Source: an optimization exercise on an open RTL-to-GDS flow (aim: small area). Production flows keep margins and buffers that such runs may drop.
Only simulation tests tie the RTL to the original design; equivalence was not proved.
Power is estimated from default activity; no workload was simulated.

==> inputs of run R <==
==> flow/design.v <==
package sd_test_pkg;
   typedef logic [7:0]  sd_byte_t;
   typedef logic [8:0]  sd_index_t;
   typedef logic [31:0] sd_addr_t;
   typedef logic [5:0]  sd_cmd_t;
   localparam sd_cmd_t CMD_GO_IDLE     = 6'd0;
   localparam sd_cmd_t CMD_SEND_OP     = 6'd1;
   localparam sd_cmd_t CMD_READ_BLOCK  = 6'd17;
   localparam sd_cmd_t CMD_WRITE_BLOCK = 6'd24;
   localparam sd_byte_t DATA_TOKEN = 8'hFE;
   typedef enum logic [3:0] {
      WAIT_INIT,
      SEND_BYTE,
      WAIT_UART,
      NEXT_BYTE,
      PATCH_BYTE,
      WRITE_BACK,
      WAIT_WRITE,
      RELOAD,
      WAIT_READ,
      STOP
   } seq_state_t;
endpackage
`timescale 1ns/100ps
module sd_dump_top (
   input  logic clk,
   input  logic reset,
   output logic uart_txd,
   output logic sd_cs,
   output logic sd_sclk,
   output logic sd_mosi,
   input  logic sd_miso,
   output logic done,
   output logic sd_error
);
   typedef enum logic [3:0] {
      S_PWR,      
      S_CMD,      
      S_R1,       
      S_TOK,      
      S_RD,       
      S_INS,      
      S_UW,       
      S_UT,       
      S_WTOK,     
      S_WW,       
      S_WG,       
      S_WS,       
      S_WCRC,     
      S_BUSY,     
      S_DONE,
      S_ERR
   } state_t;
   state_t      state;
   logic [8:0]  ph;        
   logic [9:0]  k;         
   logic [1:0]  cmd;       
   logic        pass2;     
   logic        act;       
   logic [7:0]  sr;        
   logic [4095:0] line;
   logic        tick;      
   logic        slot;      
   logic        uwin;      
   logic [7:0]  line_out;
   logic [5:0]  cmd_idx;
   assign tick     = (ph[4:0] == 5'd31);
   assign uwin     = tick && ph[5];
   assign slot     = (ph == {k[8] ^ k[0], k[7:0]});
   assign line_out = line[4095:4088];
   always_comb begin
      case (cmd)
         2'd0:    cmd_idx = 6'd0;
         2'd1:    cmd_idx = 6'd1;
         2'd2:    cmd_idx = 6'd17;
         default: cmd_idx = 6'd24;
      endcase
   end
   always_ff @(posedge clk) begin
      line <= {line[4087:0], (state == S_INS && slot) ? sr : line_out};
   end
   always_ff @(posedge clk) begin
      if (reset) begin
         ph       <= '0;
         state    <= S_PWR;
         k        <= '0;
         cmd      <= 2'd0;
         pass2    <= 1'b0;
         act      <= 1'b1;
         sr       <= 8'hFF;
         sd_sclk  <= 1'b0;
         sd_cs    <= 1'b1;
         uart_txd <= 1'b1;
         done     <= 1'b0;
         sd_error <= 1'b0;
      end else begin
         ph <= ph + 9'd1;
         sd_sclk <= act && !ph[1];
         if (act && ph[1:0] == 2'd2) begin
            sr <= {sr[6:0], sd_miso};
         end
         if (state == S_UT) begin
            case (ph[5:2])
               4'd0:    uart_txd <= 1'b0;
               4'd1:    uart_txd <= sr[0];
               4'd2:    uart_txd <= sr[1];
               4'd3:    uart_txd <= sr[2];
               4'd4:    uart_txd <= sr[3];
               4'd5:    uart_txd <= sr[4];
               4'd6:    uart_txd <= sr[5];
               4'd7:    uart_txd <= sr[6];
               4'd8:    uart_txd <= sr[7];
               default: uart_txd <= 1'b1;
            endcase
         end else begin
            uart_txd <= 1'b1;
         end
         case (state)
            S_PWR: if (tick) begin
               sr <= 8'hFF;
               k  <= k + 10'd1;
               if (k[3:0] == 4'd9) begin
                  k     <= '0;
                  sd_cs <= 1'b0;
                  state <= S_CMD;
               end
            end
            S_CMD: if (tick) begin
               k <= k + 10'd1;
               case (k[2:0])
                  3'd0:    sr <= {2'b01, cmd_idx};
                  3'd5:    sr <= 8'h95;
                  3'd6: begin
                     sr    <= 8'hFF;
                     state <= S_R1;
                  end
                  default: sr <= 8'h00;
               endcase
            end
            S_R1: if (tick) begin
               sr <= 8'hFF;
               k  <= '0;
               if (sr != 8'hFF) begin
                  case (cmd)
                     2'd0: begin
                        if (sr == 8'h01) cmd <= 2'd1;
                        state <= S_CMD;
                     end
                     2'd1: begin
                        if (sr == 8'h00) begin
                           cmd   <= 2'd2;
                           state <= S_CMD;
                        end else if (sr == 8'h01) begin
                           state <= S_CMD;
                        end else begin
                           state <= S_ERR;
                        end
                     end
                     2'd2: state <= (sr == 8'h00) ? S_TOK : S_ERR;
                     default: begin
                        sr    <= 8'hFE;
                        state <= (sr == 8'h00) ? S_WTOK : S_ERR;
                     end
                  endcase
               end
            end
            S_TOK: if (tick) begin
               sr <= 8'hFF;
               if (sr == 8'hFE) begin
                  k     <= '0;
                  state <= S_RD;
               end else if (sr != 8'hFF) begin
                  state <= S_ERR;
               end
            end
            S_RD: if (tick) begin
               if (!k[9]) begin
                  act   <= 1'b0;
                  state <= pass2 ? S_UW : S_INS;
               end else begin
                  sr <= 8'hFF;
                  k  <= k + 10'd1;
                  if (k[0]) begin
                     if (pass2) begin
                        act   <= 1'b0;
                        sd_cs <= 1'b1;
                        done  <= 1'b1;
                        state <= S_DONE;
                     end else begin
                        k     <= '0;
                        cmd   <= 2'd3;
                        state <= S_CMD;
                     end
                  end
               end
            end
            S_INS: if (slot) state <= S_UW;
            S_UW:  if (uwin) state <= S_UT;
            S_UT:  if (uwin) begin
               act   <= 1'b1;
               sr    <= 8'hFF;
               k     <= k + 10'd1;
               state <= S_RD;
            end
            S_WTOK: if (tick) begin
               act   <= 1'b0;
               k     <= '0;
               state <= S_WW;
            end
            S_WW: if (slot) begin
               sr    <= line_out | {8{k[8:0] == 9'd255}};
               state <= S_WG;
            end
            S_WG: if (tick) begin
               act   <= 1'b1;
               state <= S_WS;
            end
            S_WS: if (tick) begin
               k <= k + 10'd1;
               if (k[8:0] == 9'd511) begin
                  sr    <= 8'hFF;
                  state <= S_WCRC;
               end else begin
                  act   <= 1'b0;
                  state <= S_WW;
               end
            end
            S_WCRC: if (tick) begin
               sr <= 8'hFF;
               k  <= k + 10'd1;
               if (k[1]) begin
                  state <= (sr[4:0] == 5'b00101) ? S_BUSY : S_ERR;
               end
            end
            S_BUSY: if (tick) begin
               sr <= 8'hFF;
               if (sr == 8'hFF) begin
                  k     <= '0;
                  cmd   <= 2'd2;
                  pass2 <= 1'b1;
                  state <= S_CMD;
               end
            end
            S_ERR: begin
               act      <= 1'b0;
               sd_error <= 1'b1;
            end
            default: ;
         endcase
      end
   end
   assign sd_mosi = sr[7];
endmodule
==> flow/flow/run.sh <==
#!/bin/bash
# The standard layout (standard.sh) with clock tree synthesis told not to add dummy
# loads and to cluster the flip-flops under small leaf buffers.
set -euo pipefail
cd "$(dirname "$0")/.."
source flow/cts_args.sh
export CTS_ARGS
bash standard.sh > flow_make.log 2>&1
==> flow/flow/cts_args.sh <==
CTS_ARGS="-sink_clustering_enable -repair_clock_nets -dont_use_dummy_load -sink_clustering_size 14 -sink_clustering_max_diameter 40 -buf_list {sky130_fd_sc_hd__clkbuf_8}"
==> flow/standard.sh <==
#!/bin/bash
# synth_recipe.tcl (not shown) runs the flow's synth.tcl, then flattens the netlist and writes it again
# the make line also repeats each setting of config.mk as NAME=value (left out here)
make -C /OpenROAD-flow-scripts/flow DESIGN_CONFIG=/design/flow/config.mk WORK_HOME=/design/flow/orfs CLKGATE_MAP_FILE= SYNTH_SCRIPT=/design/flow/synth_recipe.tcl "${@:-finish}"
==> flow/config.mk <==
export PLATFORM = sky130hd
export DESIGN_NAME = sd_dump_top
export DESIGN_NICKNAME = sd_dump_top
export VERILOG_FILES = /design/flow/design.v
export SDC_FILE = /design/flow/constraint.sdc
export NUM_CORES = 4
export LEC_CHECK = 0
export CAP_MARGIN = 20
export CORE_MARGIN = 2
export CORE_UTILIZATION = 70
export PLACE_DENSITY = 0.75
export SLEW_MARGIN = 20
export SYNTH_MEMORY_MAX_BITS = 8192
==> flow/constraint.sdc <==
create_clock -name core_clock -period 10.0 [get_ports {clk}]
set_input_delay 2.0000 -clock core_clock [delete_from_list [all_inputs] [get_ports {clk}]]
set_output_delay 2.0000 -clock core_clock [all_outputs]
set_load 0.01 [all_outputs]
==> inputs of run F, as changes to run R <==
==> flow/flow/cts_args.sh (replaced) <==
CTS_ARGS="-sink_clustering_enable -repair_clock_nets -dont_use_dummy_load -sink_clustering_size 30 -sink_clustering_max_diameter 50 -buf_list {sky130_fd_sc_hd__clkbuf_16}"
--- a/flow/config.mk
+++ b/flow/config.mk
@@ -9,4 +9,4 @@
 export CORE_MARGIN = 2
-export CORE_UTILIZATION = 70
-export PLACE_DENSITY = 0.75
+export CORE_UTILIZATION = 72
+export PLACE_DENSITY = 0.8
 export SLEW_MARGIN = 20
==> inputs of run A, as changes to run R <==
==> flow/run.sh (new file) <==
#!/bin/bash
# synth_recipe.tcl (not shown) runs the flow's synth.tcl, then flattens the netlist and writes it again
# the make line also repeats each setting of config.mk as NAME=value (left out here)
make -C /OpenROAD-flow-scripts/flow DESIGN_CONFIG=/design/flow/config.mk WORK_HOME=/design/flow/orfs CLKGATE_MAP_FILE= SYNTH_SCRIPT=/design/flow/synth_recipe.tcl finish
--- a/flow/config.mk
+++ b/flow/config.mk
@@ -10,2 +10,4 @@
 export CORE_UTILIZATION = 70
+export CTS_BUF_LIST = sky130_fd_sc_hd__clkbuf_4 sky130_fd_sc_hd__clkbuf_8
+export CTS_CLUSTER_SIZE = 20
 export PLACE_DENSITY = 0.75
removed: flow/flow/run.sh
removed: flow/flow/cts_args.sh
removed: flow/standard.sh
==> qor summary <==
Total via count in the routed design: run A 31200; run F -; run R 28600
Hold path start: run A line[3127]; run F -; run R line[570]
Result of the run: run A timing/DRC/antenna clean; run F aborted with a tool error; run R timing/DRC/antenna clean
Failing step: run A -; run F clock tree synthesis; run R -
Fraction of power spent switching nets: run A 0.197; run F -; run R 0.189
Sw power: run A 0.00582 W; run F -; run R 0.00458 W
Final Util: run A 0.817; run F -; run R 0.760
Inserted Diodes: run A 6; run F -; run R 1
Pre-CTS setup slack: run A 6.33 ns; run F 6.17 ns; run R 6.33 ns
Antenna violations before repair: run A 3; run F -; run R 1
Std-Cell Rows: run A 128; run F 126; run R 128
Final setup TNS: run A 0 ns; run F -; run R 0 ns
Deepest clock path buffer count: run A 4; run F 3; run R 4
Total number of nets in the final design: run A 5105; run F -; run R 4886
GPL Wtd Cong: run A 0.841; run F 0.765; run R 0.841
Number of cells on the worst reg-to-reg path: run A 9; run F -; run R 9
Core region area: run A 121000 um2; run F -; run R 121000 um2

-- re-timing with driven ports --
No port has a modelled driver above. Below, the same layouts with a new extraction and two added sets of constraints.
Step 1, drivers: a clkbuf_16 drives clk and a buf_2 each remaining input, both assumed.
Step 2 also shifts input and output timing later by t, the mid clock arrival at the registers, as if the neighbouring blocks saw the same clock.
Slacks: ideal / step 1 / step 2; pairs: ideal / step 1.
| run | shift t [ns] | setup WS [ns] | clock arrival spread, ns | worst register clock-pin slew, ns |
|---|---|---|---|---|
| run R | 0.988 | 5.945 / 5.877 / 6.305 | 0.099 / 0.100 | 0.09 / 0.09 |
| run A | 1.034 | 5.933 / 5.862 / 6.171 | 0.083 / 0.083 | 0.11 / 0.11 |
After both steps every run listed still meets setup and hold.
